What follows belongs to an exercise in optimizing a design on an open flow for small area, a short achievable clock period and few clock cycles; a production flow would make more cautious choices. Only simulation tests tie the RTL to the original design; equivalence was not proved. Power figures rest on the tool's default switching activity, not on a simulated workload.

==> inputs of job 8150 <==
// morse_dibit_decoder
module morse_dibit_decoder (
  input  wire logic                          clk_i,
  input  wire logic                          rst_ni,
  input  wire logic                          push,
  output logic                               full,
  input  wire logic                          mode_i,
  input  wire logic [mdd_pkg::IDX_IN_W-1:0]  entry_index_i,
  input  wire logic [mdd_pkg::CODE_W-1:0]    entry_code_i,
  input  wire logic [mdd_pkg::CHAR_W-1:0]    entry_char_i,
  input  wire logic                          entry_valid_i,
  input  wire logic [mdd_pkg::BYTE_W-1:0]    data_byte_i,
  output logic                               empty,
  input  wire logic                          pop,
  output logic      [mdd_pkg::CHAR_W-1:0]    out_char_o,
  output logic                               is_space_o,
  output logic                               last_o
);
  logic [mdd_pkg::CMD_W-1:0] cmd;
  logic                      cmd_valid;
  logic                      cmd_pop;
  logic [mdd_pkg::RES_W-1:0] res;
  logic                      res_push;
  logic                      res_busy;
  ...
clock: 6.0 ns
lec_check: 0
abc_clock_period_in_ps: 2500
cap_margin: 20
core_margin: 2
core_utilization: 40
setup_slack_margin: 3.2
slew_margin: 20
run.sh (not shown) runs the stock make flow with config.mk's settings and CLKGATE_MAP_FILE= SYNTH_SCRIPT=/design/flow/synth_recipe.tcl, a recipe that flattens the netlist after the stock synthesis.
==> inputs of job 9439, as changes to job 8150 <==
--- a/flow/design.v
+++ b/flow/design.v
@@ -2,17 +2,17 @@
 package mdd_pkg;
   localparam int TABLE_ENTRIES = 64;
   localparam int MAX_SYMBOLS   = 8;
   localparam int IDX_IN_W = 6;
   localparam int CODE_W   = 16;
   localparam int CHAR_W   = 8;
   localparam int BYTE_W   = 8;
   localparam int KEY_W = MAX_SYMBOLS + 1;
-  localparam int PAY_W = IDX_IN_W + KEY_W + 1 + CHAR_W;
+  localparam int PAY_W = 5 + IDX_IN_W + KEY_W + 1 + CHAR_W;
   localparam int CMD_W = 1 + PAY_W;
   localparam int RES_W = CHAR_W + 2;
   localparam int ENTRY_W = 1 + KEY_W + CHAR_W;
   localparam logic [CHAR_W-1:0] SPACE_CHAR = 8'd32;
 endpackage
 `default_nettype wire
 `default_nettype none
 module mdd_fifo (
@@ -22,48 +22,48 @@
   input  wire logic [mdd_pkg::RES_W-1:0]  data_i,
   input  wire logic                       pop_i,
   output logic      [mdd_pkg::RES_W-1:0]  data_o,
   output logic                            empty_o,
   output logic                            busy_o
 );
   localparam int W = mdd_pkg::RES_W;
   logic [2:0][W-1:0] r_q;
-  logic [1:0]        cnt_q, cnt_d;
-  logic              empty_q, busy_q;
+  logic [2:0]        occ_q, occ_d;    
   logic              do_pop;
-  assign do_pop  = pop_i && !empty_q;
+  assign do_pop  = pop_i && occ_q[0];
   assign data_o  = r_q[0];
-  assign empty_o = empty_q;
-  assign busy_o  = busy_q;
   always_comb begin
-    cnt_d = cnt_q;
-    if (push_i && !do_pop) cnt_d = cnt_q + 2'd1;
-    else if (do_pop && !push_i) cnt_d = cnt_q - 2'd1;
+    if (push_i && !do_pop) occ_d = {occ_q[1:0], 1'b1};
+    else if (do_pop && !push_i) occ_d = {1'b0, occ_q[2:1]};
+    else occ_d = occ_q;
   end
+  logic nempty_q, busy_q;
+  assign empty_o = !nempty_q;
+  assign busy_o  = busy_q;
   always_ff @(posedge clk_i or negedge rst_ni) begin
     if (!rst_ni) begin
-      cnt_q   <= '0;
-      empty_q <= 1'b1;
-      busy_q  <= 1'b0;
+      occ_q    <= '0;
+      nempty_q <= 1'b0;
+      busy_q   <= 1'b0;
     end else begin
-      cnt_q   <= cnt_d;
-      empty_q <= (cnt_d == 2'd0);
-      busy_q  <= cnt_d[1];
+      occ_q    <= occ_d;
+      nempty_q <= occ_d[0];
+      busy_q   <= occ_d[1];
     end
   end
   always_ff @(posedge clk_i) begin
     if (do_pop) begin
-      r_q[0] <= (cnt_q >= 2'd2) ? r_q[1] : data_i;
-      r_q[1] <= (cnt_q == 2'd3) ? r_q[2] : data_i;
+      r_q[0] <= occ_q[1] ? r_q[1] : data_i;
+      r_q[1] <= occ_q[2] ? r_q[2] : data_i;
       r_q[2] <= data_i;
     end else begin
-      if (cnt_q == 2'd0) r_q[0] <= data_i;
-      if (cnt_q == 2'd1) r_q[1] <= data_i;
-      if (cnt_q == 2'd2) r_q[2] <= data_i;
+      if (!occ_q[0]) r_q[0] <= data_i;
+      if (occ_q[0] && !occ_q[1]) r_q[1] <= data_i;
+      if (occ_q[1] && !occ_q[2]) r_q[2] <= data_i;
     end
   end
 endmodule
 `default_nettype wire
 `default_nettype none
 module mdd_front (
   input  wire logic                          clk_i,
   input  wire logic                          rst_ni,
@@ -82,32 +82,31 @@
   localparam int CW = mdd_pkg::CMD_W;
   logic [7:0]  s, z, zab;
   logic        formable;
   logic [8:0]  mk;
   logic [CW-1:0] cmd_in;
   logic [CW-1:0] q0_q, q1_q;
   logic          v0_q, v1_q;
   logic          take;
-  logic [1:0]    n_d;
   always_comb begin
     for (int i = 0; i < 8; i++) begin
       s[i] = entry_code_i[2*i+1] ^ entry_code_i[2*i];
       z[i] = !(entry_code_i[2*i+1] | entry_code_i[2*i]);
     end
     zab[7] = z[7];
     for (int i = 6; i >= 0; i--) zab[i] = z[i] & zab[i+1];
     formable = s[0];
     for (int i = 1; i < 8; i++) formable = formable & (s[i] | zab[i]);
     mk[0] = entry_code_i[1];
     for (int k = 1; k < 8; k++) mk[k] = s[k] ? entry_code_i[2*k+1] : s[k-1];
     mk[8] = s[7];
   end
-  logic [3:0] bx_nl, bx_lb, bx_tm;
-  logic       bx_iv;
+  logic [3:0] bx_nl, bx_lb, bx_tm, bx_c;
+  logic       bx_iv, bx_st;
   logic [2:0] bx_ik;
   logic [3:0] E, P, S, D, A, Z, LS, TS;
   always_comb begin
     for (int i = 0; i < 4; i++) begin
       E[i] = !(data_byte_i[7-2*i] | data_byte_i[6-2*i]);
       P[i] = data_byte_i[7-2*i] & data_byte_i[6-2*i];
       S[i] = data_byte_i[7-2*i] ^ data_byte_i[6-2*i];
       D[i] = data_byte_i[7-2*i];
@@ -116,16 +115,20 @@
     Z = {1'b0, E[3], E[3] | E[2], E[3] | E[2] | E[1]};
     LS = S & ~A;           
     TS = S & A & ~Z;       
     bx_nl[0] = |LS;
     bx_nl[1] = (LS[0] & (LS[1] | LS[2] | LS[3])) | (LS[1] & (LS[2] | LS[3])) |
                (LS[2] & LS[3]);
     bx_nl[2] = (LS[0] & LS[1] & (LS[2] | LS[3])) | (LS[2] & LS[3] & (LS[0] | LS[1]));
     bx_nl[3] = &LS;
+    bx_c[0] = (|E) & !bx_nl[0];
+    bx_c[1] = (|E) & bx_nl[0] & !bx_nl[1];
+    bx_c[2] = (|E) & bx_nl[1] & !bx_nl[2];
+    bx_c[3] = (|E) & bx_nl[2];
     bx_lb[3] = LS[0] ? D[0] : LS[1] ? D[1] : LS[2] ? D[2] : D[3];
     bx_lb[2] = (LS[0] & LS[1]) ? D[1] :
                ((LS[0] ^ LS[1]) & LS[2]) ? D[2] : D[3];
     bx_lb[1] = (LS[0] & LS[1] & LS[2]) ? D[2] : D[3];
     bx_lb[0] = D[3];
     unique case (TS[3:1])
       3'b000: bx_tm = 4'b0001;
       3'b001: bx_tm = {3'b001, D[1]};
@@ -144,40 +147,53 @@
     end else if (E[1] & S[2] & E[3]) begin
       bx_iv = 1'b1;
       bx_ik = {2'b01, D[2]};
     end else if (E[0] & !E[1] & !E[2] & E[3] & (S[1] | S[2])) begin
       bx_iv = 1'b1;
       if (S[1] & S[2]) bx_ik = {1'b1, D[1], D[2]};
       else bx_ik = {2'b01, S[1] ? D[1] : D[2]};
     end
+    bx_st = bx_iv | (|P);
   end
-  assign cmd_in = mode_i ? {1'b1, bx_nl, bx_lb, bx_tm, bx_iv, bx_ik, data_byte_i}
-                         : {1'b0, entry_index_i, mk, entry_valid_i & formable, entry_char_i};
+  assign cmd_in = mode_i ? {1'b1, bx_c, bx_st, bx_nl, bx_lb, bx_tm, bx_iv, bx_ik, data_byte_i}
+                         : {1'b0, 5'd0, entry_index_i, mk, entry_valid_i & formable, entry_char_i};
   assign take        = push_i && !v1_q;
   assign full_o      = v1_q;
   assign cmd_o       = q0_q;
   assign cmd_valid_o = v0_q;
-  assign n_d = 2'(v0_q) + 2'(v1_q) - 2'(cmd_pop_i) + 2'(take);
+  logic v0_d, v1_d;
+  always_comb begin
+    if (v1_q) begin
+      v0_d = 1'b1;
+      v1_d = !cmd_pop_i;
+    end else if (v0_q) begin
+      v0_d = !cmd_pop_i || take;
+      v1_d = take && !cmd_pop_i;
+    end else begin
+      v0_d = take;
+      v1_d = 1'b0;
+    end
+  end
   always_ff @(posedge clk_i or negedge rst_ni) begin
     if (!rst_ni) begin
       v0_q <= 1'b0;
       v1_q <= 1'b0;
     end else begin
-      v0_q <= (n_d != 2'd0);
-      v1_q <= (n_d == 2'd2);
+      v0_q <= v0_d;
+      v1_q <= v1_d;
     end
   end
   always_ff @(posedge clk_i) begin
     if (cmd_pop_i) begin
       q0_q <= v1_q ? q1_q : cmd_in;
     end else if (!v0_q) begin
       q0_q <= cmd_in;
     end
-    if (v0_q && !v1_q && !cmd_pop_i) begin
+    if (!v1_q) begin
       q1_q <= cmd_in;
     end
   end
 endmodule
 `default_nettype wire
 `default_nettype none
 module mdd_back (
   input  wire logic                       clk_i,
@@ -192,37 +208,43 @@
   localparam int N  = mdd_pkg::TABLE_ENTRIES;
   localparam int KW = mdd_pkg::KEY_W;
   localparam int CH = mdd_pkg::CHAR_W;
   logic          c_load;
   logic [5:0]    c_slot;
   logic [KW-1:0] c_code;
   logic          c_valid;
   logic [CH-1:0] c_chr;
-  logic [3:0]    x_nl, x_lb, x_tm;
-  logic          x_iv;
+  logic [3:0]    x_nl, x_lb, x_tm, x_c;
+  logic          x_iv, x_st;
   logic [2:0]    x_ik;
   assign c_load  = !cmd_i[mdd_pkg::CMD_W-1];
-  assign c_slot  = cmd_i[mdd_pkg::PAY_W-1 -: 6];
+  assign c_slot  = cmd_i[mdd_pkg::PAY_W-6 -: 6];
   assign c_code  = cmd_i[CH+1 +: KW];
   assign c_valid = cmd_i[CH];
   assign c_chr   = cmd_i[CH-1:0];
-  assign {x_nl, x_lb, x_tm, x_iv, x_ik} = cmd_i[mdd_pkg::PAY_W-1 -: 16];
+  assign {x_c, x_st, x_nl, x_lb, x_tm, x_iv, x_ik} = cmd_i[mdd_pkg::PAY_W-1 -: 21];
   logic [KW-1:0] let_q;         
   logic          ovf_q;         
   logic [3:0]    dr_tok_q;      
   logic [3:0]    dr_sp_q;       
   logic          dr_fl_q;       
   logic [KW-1:0] dr_kf_q;       
   logic [2:0]    dr_ki_q;       
   logic          dr_used_q;     
+  logic          d1_v_q;        
+  logic [3:0]    d1_tok_q, d1_sp_q;
+  logic          d1_fl_q;
+  logic [KW-1:0] d1_kf_q;
+  logic [2:0]    d1_ki_q;
   logic          tk_v_q, tk_chk_q, tk_sp_q, tk_eob_q;
   logic [KW-1:0] tk_key_q;
   logic          s1_v_q, s1_chk_q, s1_sp_q, s1_eob_q;
   logic [N-1:0]  s1_m_q;
+  logic [7:0]    s1_gh_q;       
   logic          p_v_q, p_fin_q, p_sp_q;
   logic [CH-1:0] p_chr_q;
   logic          dup_q, scan_q, arm_q;
   logic [5:0]    rot_q;
   logic [N-1:0]  ring_v_q;
   logic [N-1:0][KW+CH-1:0] ring_d_q;
   logic          stall;
   assign stall = res_busy_i;
@@ -244,25 +266,24 @@
         seen_end = 1'b1;
         sym_since = 1'b0;
       end else if (!sp[i]) begin
         sym_since = 1'b1;
       end
     end
   end
   logic ge8, ge7, ge6, ge5, nonempty;
-  assign ge8      = let_q[8];
-  assign ge7      = ge8 | let_q[7];
-  assign ge6      = ge7 | let_q[6];
-  assign ge5      = ge6 | let_q[5];
-  assign nonempty = |let_q[KW-1:1];
+  logic [4:0] th_q;
+  assign {ge8, ge7, ge6, ge5, nonempty} = th_q;
   logic a_fl, a_has_tok;
-  assign a_fl = has_end && !ovf_q && (x_nl[0] || nonempty) &&
-                !(x_nl[0] && ge8) && !(x_nl[1] && ge7) && !(x_nl[2] && ge6);
-  assign a_has_tok = (|sp) || x_iv || a_fl;
+  assign a_fl = !ovf_q && ((x_c[0] && nonempty) || (x_c[1] && !ge8) ||
+                            (x_c[2] && !ge7) || (x_c[3] && !ge6));
+  assign a_has_tok = x_st || a_fl;
+  logic a_may_tok;
+  assign a_may_tok = x_st || (|x_c);
   logic [3:0]    s_ge;
   logic [KW-1:0] a_shift;
   assign s_ge = {x_nl[3] && !ge5, x_nl[2] && !ge6, x_nl[1] && !ge7, x_nl[0] && !ge8};
   always_comb begin
     if (s_ge[3])      a_shift = {let_q[KW-5:0], x_lb[3:0]};
     else if (s_ge[2]) a_shift = {let_q[KW-4:0], x_lb[3:1]};
     else if (s_ge[1]) a_shift = {let_q[KW-3:0], x_lb[3:2]};
     else if (s_ge[0]) a_shift = {let_q[KW-2:0], x_lb[3]};
@@ -287,55 +308,83 @@
   assign s1_look = s1_v_q && !s1_chk_q;
   assign b_first = dr_tok_q & ~(dr_tok_q - 4'd1);
   assign b_rest  = dr_tok_q & ~b_first;
   assign b_eob   = (b_rest == 4'd0);
   assign b_sp    = |(b_first & dr_sp_q);
   assign b_key   = (dr_fl_q && !dr_used_q) ? dr_kf_q : KW'(dr_ki_q);
   assign b_issue = (dr_tok_q != 4'd0) && (!tk_v_q || !stall) &&
                    (!dup_q || (!tk_v_q && !s1_v_q && !scan_q));
-  assign dr_free = (dr_tok_q == 4'd0) || (b_issue && b_eob);
+  logic d0_avail;
+  assign d0_avail = (dr_tok_q == 4'd0) || (b_issue && b_eob);
+  assign dr_free  = !d1_v_q || d0_avail;
   logic a_take_byte, a_write, a_fill, a_chk;
-  assign a_write     = cmd_valid_i && c_load && (dr_tok_q == 4'd0) && !tk_look &&
+  logic [3:0] a_tok;
+  assign a_tok = sp | (e1 & {4{a_fl}}) | inner;
+  assign a_write     = cmd_valid_i && c_load && (dr_tok_q == 4'd0) && !d1_v_q && !tk_look &&
                        !s1_look && !scan_q && (!tk_v_q || !stall) && (c_slot == rot_q);
   assign a_chk       = a_write && c_valid;
-  assign a_take_byte = cmd_valid_i && !c_load && (!a_has_tok || dr_free);
-  assign a_fill      = a_take_byte && a_has_tok;
+  assign a_take_byte = cmd_valid_i && !c_load && (!a_may_tok || dr_free);
+  assign a_fill      = a_take_byte && a_may_tok;
   assign cmd_pop_o   = a_write || a_take_byte;
   always_ff @(posedge clk_i or negedge rst_ni) begin
     if (!rst_ni) begin
       let_q    <= KW'(1);
       ovf_q    <= 1'b0;
       dr_tok_q <= '0;
+      d1_v_q   <= 1'b0;
       tk_v_q   <= 1'b0;
       s1_v_q   <= 1'b0;
       rot_q    <= 6'd62;
+      th_q     <= '0;
     end else begin
       rot_q <= rot_q + 6'd1;
       if (a_take_byte) begin
         let_q <= a_let;
         ovf_q <= a_ovf;
+        th_q  <= {a_let[8], |a_let[8:7], |a_let[8:6], |a_let[8:5], |a_let[KW-1:1]};
+      end
+      if (d0_avail) begin
+        if (d1_v_q) dr_tok_q <= d1_tok_q;
+        else if (a_fill) dr_tok_q <= a_tok;
+        else dr_tok_q <= '0;
+        d1_v_q <= d1_v_q && a_fill;
+      end else begin
+        if (b_issue) dr_tok_q <= b_rest;
+        d1_v_q <= d1_v_q || a_fill;
       end
-      if (a_fill) dr_tok_q <= sp | (e1 & {4{a_fl}}) | inner;
-      else if (b_issue) dr_tok_q <= b_rest;
       if (b_issue || a_chk) tk_v_q <= 1'b1;
       else if (tk_adv) tk_v_q <= 1'b0;
       s1_v_q <= tk_adv;
     end
   end
   always_ff @(posedge clk_i) begin
-    if (a_fill) begin
-      dr_sp_q   <= sp;
-      dr_fl_q   <= a_fl;
-      dr_kf_q   <= a_shift;
-      dr_ki_q   <= x_ik;
+    if (d0_avail) begin
+      if (d1_v_q) begin
+        dr_sp_q <= d1_sp_q;
+        dr_fl_q <= d1_fl_q;
+        dr_kf_q <= d1_kf_q;
+        dr_ki_q <= d1_ki_q;
+      end else begin
+        dr_sp_q <= sp;
+        dr_fl_q <= a_fl;
+        dr_kf_q <= a_shift;
+        dr_ki_q <= x_ik;
+      end
       dr_used_q <= 1'b0;
     end else if (b_issue && !b_sp) begin
       dr_used_q <= 1'b1;
     end
+    if (!d1_v_q || d0_avail) begin
+      d1_tok_q <= a_tok;
+      d1_sp_q  <= sp;
+      d1_fl_q  <= a_fl;
+      d1_kf_q  <= a_shift;
+      d1_ki_q  <= x_ik;
+    end
     if (b_issue || a_chk) begin
       tk_chk_q <= !b_issue;
       tk_sp_q  <= b_issue && b_sp;
       tk_eob_q <= b_eob;
       tk_key_q <= b_issue ? b_key : c_code;
     end
   end
   always_ff @(posedge clk_i or negedge rst_ni) begin
@@ -352,26 +401,27 @@
   logic [N-1:0] l1_m;
   always_comb begin
     for (int j = 0; j < N; j++) begin
       l1_m[j] = ring_v_q[j] && (ring_d_q[j][CH +: KW] == tk_key_q);
     end
   end
   always_ff @(posedge clk_i) begin
     s1_m_q   <= {l1_m[0], l1_m[N-1:1]};
+    for (int g = 0; g < 8; g++) s1_gh_q[g] <= |l1_m[8*g +: 8];
     s1_chk_q <= tk_chk_q;
     s1_sp_q  <= tk_sp_q;
     s1_eob_q <= tk_eob_q;
   end
   logic          l2_hit, l2_dup;
   logic [CH-1:0] l2_chr;
   always_comb begin
     l2_chr = '0;
     for (int j = 0; j < N; j++) l2_chr = l2_chr | ({CH{s1_m_q[j]}} & ring_d_q[j][CH-1:0]);
-    l2_hit = |s1_m_q;
+    l2_hit = |s1_gh_q;
     l2_dup = |(s1_m_q & ~(N'(1) << (N - 2)));
   end
   logic start_scan, found, res_ev, n_ex;
   logic [CH-1:0] n_chr;
   assign start_scan = s1_look && !s1_sp_q && l2_hit && dup_q;
   assign found      = arm_q && s1_m_q[N-1];
   assign res_ev     = (s1_look && !start_scan) || found;
   assign n_ex       = (s1_look && (s1_sp_q || (l2_hit && !dup_q))) || found;
==> flow/config.mk (replaced) <==
export PLATFORM = sky130hd
export DESIGN_NAME = morse_dibit_decoder
export DESIGN_NICKNAME = morse_dibit_decoder
export VERILOG_FILES = /design/flow/design.v
export SDC_FILE = /design/flow/constraint.sdc
export NUM_CORES = 4
export LEC_CHECK = 0
export ABC_CLOCK_PERIOD_IN_PS = 2500
export CAP_MARGIN = 20
export CORE_MARGIN = 2
export CORE_UTILIZATION = 65
export CTS_CLUSTER_DIAMETER = 60
export CTS_CLUSTER_SIZE = 30
export SETUP_SLACK_MARGIN = 3.6
export SLEW_MARGIN = 20
==> summary.txt <==
Job 8150 went through all stages and came out clean. Job 9439 completed with no timing, DRC or antenna violations. Against job 9439, the wire length of job 8150 is smaller by about 2.6%. In job 8150 the via count is smaller than in job 9439, by 5.2%. Between job 9439 and job 8150, the lower first-iteration DRC count is in job 8150 (gap about 30%, measured against job 8150). Of job 9439 and job 8150, job 8150 has the higher die area (gap about 35%, measured against job 8150). Cell area: job 9439 is lower than job 8150 (2.1%). In job 8150 the sequential cell count is lower than in job 9439, by 44.
==> figures <==
metric	job 9439	job 8150
F_max	0.395 GHz	0.346 GHz
Nets in the synthesized netlist	3456	3315
Arrival time at the worst endpoint	2.89 ns	3.51 ns
Minimum hold slack	0.322 ns	0.315 ns
Clock net power	5500 uW	8410 uW
Result of the run	finished clean	finished clean
Fraction of area in non-clock buffers	2.80%	3.12%
Kind of critical path	in2reg	reg2reg
Sink Count	1414	1370
Final weighted congestion of routability-driven global placement	0.919	0.903
Clock Latency Late Sink	0.65 ns	0.75 ns
Vias after detailed routing	26412	25048
Total area of multi-input combinational cells	0.0139 sq mm	0.0128 sq mm
RR Endpoint	u_back.p_chr_q[1]	u_front.v1_q
Testbench counts of job 8150, summed over its fixed seeds: cycles 6,565.
Testbench counts of job 9439, summed over its fixed seeds: cycles 6,290.

==> separate check: timing with driven ports <==
How much do the figures lean on ideal ports? The routed layouts below were timed once more, with nothing changed but the port constraints. Step 1 assumes that a clkbuf_16 drives the clock port and a buf_2 every other input. Step 2, shift: input delay + t, output delay - t, t = (earliest + latest rising clock arrival at the registers) / 2. This alone moves slack from input paths to output paths. Three values: ideal, step 1, step 2; two values: the first two.
| run | t, ns | setup slack, ns | hold slack, ns |
|---|---|---|---|
| job 8150 | 0.791 | 3.106 / 3.106 / 2.615 | 0.315 / 0.315 / 0.315 |
| job 9439 | 0.693 | 3.468 / 3.455 / 2.777 | 0.322 / 0.322 / 0.322 |
After both steps setup and hold are still met in every run listed. For job 9439, which loses most, drivers alone change the setup slack by -0.013 ns; drivers and shift together by -0.691 ns.
